This design comes from an exercise in tuning for small area, a short achievable clock period and few clock cycles per item on the open sky130 flow, not from production work. The RTL was checked by simulation tests, not by an equivalence proof against the original design.

## job 3591
// two_point_weight_conversion
module two_point_weight_conversion #(
    parameter int SAMPLE_BITS = 16
) (
    input  logic                   clk,
    input  logic                   rst_n,
    input  logic                   cfg_we,
    input  logic [1:0]             cfg_index,
    input  logic [15:0]            cfg_data,
    input  logic                   in_valid,
    output logic                   in_stall,
    input  logic [SAMPLE_BITS-1:0] adc_sample,
    output logic                   out_valid,
    input  logic                   out_stall,
    output logic [31:0]            weight_value,
    output logic                   below_zero,
    output logic                   span_error
);
Size in the first run: roughly 6000 cells after synthesis, about 75 I/O pins, roughly 0.067 mm2 of cells after synthesis.
Settings: LEC_CHECK=0, CAP_MARGIN=20, CORE_MARGIN=2, CORE_UTILIZATION=40, CTS_CLUSTER_DIAMETER=100, CTS_CLUSTER_SIZE=22, SLEW_MARGIN=20; clock period 10.0 ns.
standard.sh (not shown) runs the stock make flow with config.mk's settings and CLKGATE_MAP_FILE= SYNTH_SCRIPT=/design/flow/synth_recipe.tcl, a recipe that flattens the netlist after the stock synthesis.
==> flow/flow/run.sh <==
#!/bin/bash
# Standard layout, with timing repair aimed at a setup slack of 6.3 ns.
set -euo pipefail
bash standard.sh SETUP_SLACK_MARGIN=6.3 finish > standard_flow.log 2>&1
test -f out/final.def
Testbench counts of job 3591, summed over its fixed seeds: cycles 10,920, items 9,600.
Here is what was changed in the inputs of job 7423 compared with job 3591.
==> flow/flow/run.sh <==
#!/bin/bash
# Standard layout, with timing repair aimed at a setup slack of 6.4 ns.
set -euo pipefail
bash standard.sh SETUP_SLACK_MARGIN=6.4 finish > standard_flow.log 2>&1
test -f out/final.def
Results
- [compare] base=job 3591 new=job 7423: final-layout worst hold slack lower, clock buffer count now sits lower, post-route clock period utilization decreased by 0.88 points relative to the old numbers, worst stage delay on the critical path increased 140 ps.
- Comparing vias after detailed routing for job 3591 and job 7423, the bigger number came from job 7423.
- Comparing job 3591 and job 7423, count of cell instances traversed by the critical path is lower on job 3591.
- Re post-route minimum period: job 3591 was higher than job 7423.
diff inputs: job 7423 => job 2647
# job 7423
export LEC_CHECK = 0
export CAP_MARGIN = 20
export CORE_MARGIN = 2
export CORE_UTILIZATION = 40
export CTS_CLUSTER_DIAMETER = 100
export CTS_CLUSTER_SIZE = 22
export SLEW_MARGIN = 20
create_clock -name core_clock -period 10.0 [get_ports {clk}]
# job 2647
export LEC_CHECK = 0
export CAP_MARGIN = 20
export CORE_MARGIN = 2
export CORE_UTILIZATION = 40
export CTS_CLUSTER_DIAMETER = 100
export CTS_CLUSTER_SIZE = 22
export SLEW_MARGIN = 20
export TNS_END_PERCENT = 30
create_clock -name core_clock -period 10.0 [get_ports {clk}]
Findings:
Job 2647 | stages: all done | timing, DRC, antenna: all pass. Job 2647 vs job 7423: setup slack down in job 2647. Final critical-path share of the clock period is higher on job 2647. In job 2647 the number of clock buffers in the layout turned out about 4% higher than in job 7423. Compared to job 7423, job 2647 has global-route usage 0.63 points lower. When job 2647 is measured against job 7423, its critical path depth turns out 3 lower. Sort job 7423 and job 2647 by number of buffers inserted during clock tree synthesis asc -> top: job 7423. Delta (job 2647 minus job 7423): routed wire length -about 3%.
--- input diff job 2647..job 9062 ---
# job 2647
export LEC_CHECK = 0
export CAP_MARGIN = 20
export CORE_MARGIN = 2
export CORE_UTILIZATION = 40
export CTS_CLUSTER_DIAMETER = 100
export CTS_CLUSTER_SIZE = 22
export SLEW_MARGIN = 20
export TNS_END_PERCENT = 30
create_clock -name core_clock -period 10.0 [get_ports {clk}]
# job 9062
export LEC_CHECK = 0
export CAP_MARGIN = 20
export CORE_MARGIN = 2
export CORE_UTILIZATION = 40
export CTS_CLUSTER_DIAMETER = 100
export CTS_CLUSTER_SIZE = 25
export SLEW_MARGIN = 20
create_clock -name core_clock -period 10.0 [get_ports {clk}]
## What came out
- Job 2647 reports its startpoint of the worst setup timing path as kcs_s[8] while job 9062 reports err_r.
- [diff] total half-perimeter wirelength after legalization and detailed placement, job 9062 relative to job 2647: regression
- Going from job 2647 to job 9062, the overall global routing resource usage was found to have gone up by 0.53 points.
- [compare] base=job 2647 new=job 9062: quantity of gates resized following cts climbed 19; stage delay of the slowest cell on the critical path dropped 200 ps; number of multi-input combinational cells in the layout barely changed.
- Job 9062 ended up with a higher worst setup slack than job 2647 did.
- Between job 2647 and job 9062, the difference in sequential share of layout area is negligible.
Input-level comparison between job 346 and job 9062:
==> flow/flow/run.sh <==
#!/bin/bash
# Standard layout, with timing repair aimed at a setup slack of 6.5 ns.
set -euo pipefail
bash standard.sh SETUP_SLACK_MARGIN=6.5 finish > standard_flow.log 2>&1
test -f out/final.def
## What came out
Job 346: no failed stages, no open violations at the end. Job 346 improves on job 9062 in peak clock frequency supported by timing. Detailed route, job 346 vs job 9062: via total higher for job 346. On setup TNS after final layout, job 346 and job 9062 are basically level. The capture point of the worst path comes out q_r[23] in one run and span_error in the other, namely in job 346 and job 9062 respectively. Taking job 9062 as the reference, in job 346 final clock period utilization by the worst path now smaller. Going from job 9062 to job 346, average vias per placed instance shrank slightly. On job 346: share of final layout cell area taken by non-clock buffers is 0.90 points higher than what job 9062 gave. Job 9062 has higher sequential share of layout area than job 346.

==> what the ideal ports hide <==
Ports are ideal in the flow. The routed layouts listed here were re-timed in OpenROAD. Step 1 sets driving cells, clkbuf_16 on the clock port and buf_2 on the other inputs (assumed; they add their load-dependent delay and slew). Step 2 moves the port delays by t, midway between the first and last clock arrival at a register: inputs arrive t later, outputs are due t later. That takes back most of the time a late clock gives input paths. Three values: ideal ports, drivers, drivers and shift; two values: the first two.
run	t, ns	slack for setup (ns)	hold slack, ns	clock arrival spread, ns	worst register clock-pin slew, ns
job 3591	0.782	6.363 / 6.276 / 6.089	0.417 / 0.417 / 0.417	0.056 / 0.056	0.11 / 0.11
job 7423	0.766	6.451 / 6.381 / 5.949	0.399 / 0.399 / 0.399	0.063 / 0.063	0.11 / 0.11
job 2647	0.782	6.320 / 6.278 / 5.907	0.415 / 0.415 / 0.415	0.055 / 0.055	0.10 / 0.10
job 9062	0.773	6.430 / 6.346 / 5.867	0.403 / 0.403 / 0.403	0.062 / 0.062	0.12 / 0.12
job 346	0.764	6.522 / 6.453 / 6.035	0.422 / 0.422 / 0.422	0.088 / 0.087	0.11 / 0.11
After both steps every run listed still meets setup and hold. The setup slack of job 9062, which loses most, moves by -0.084 ns with the drivers and by -0.563 ns with both steps.
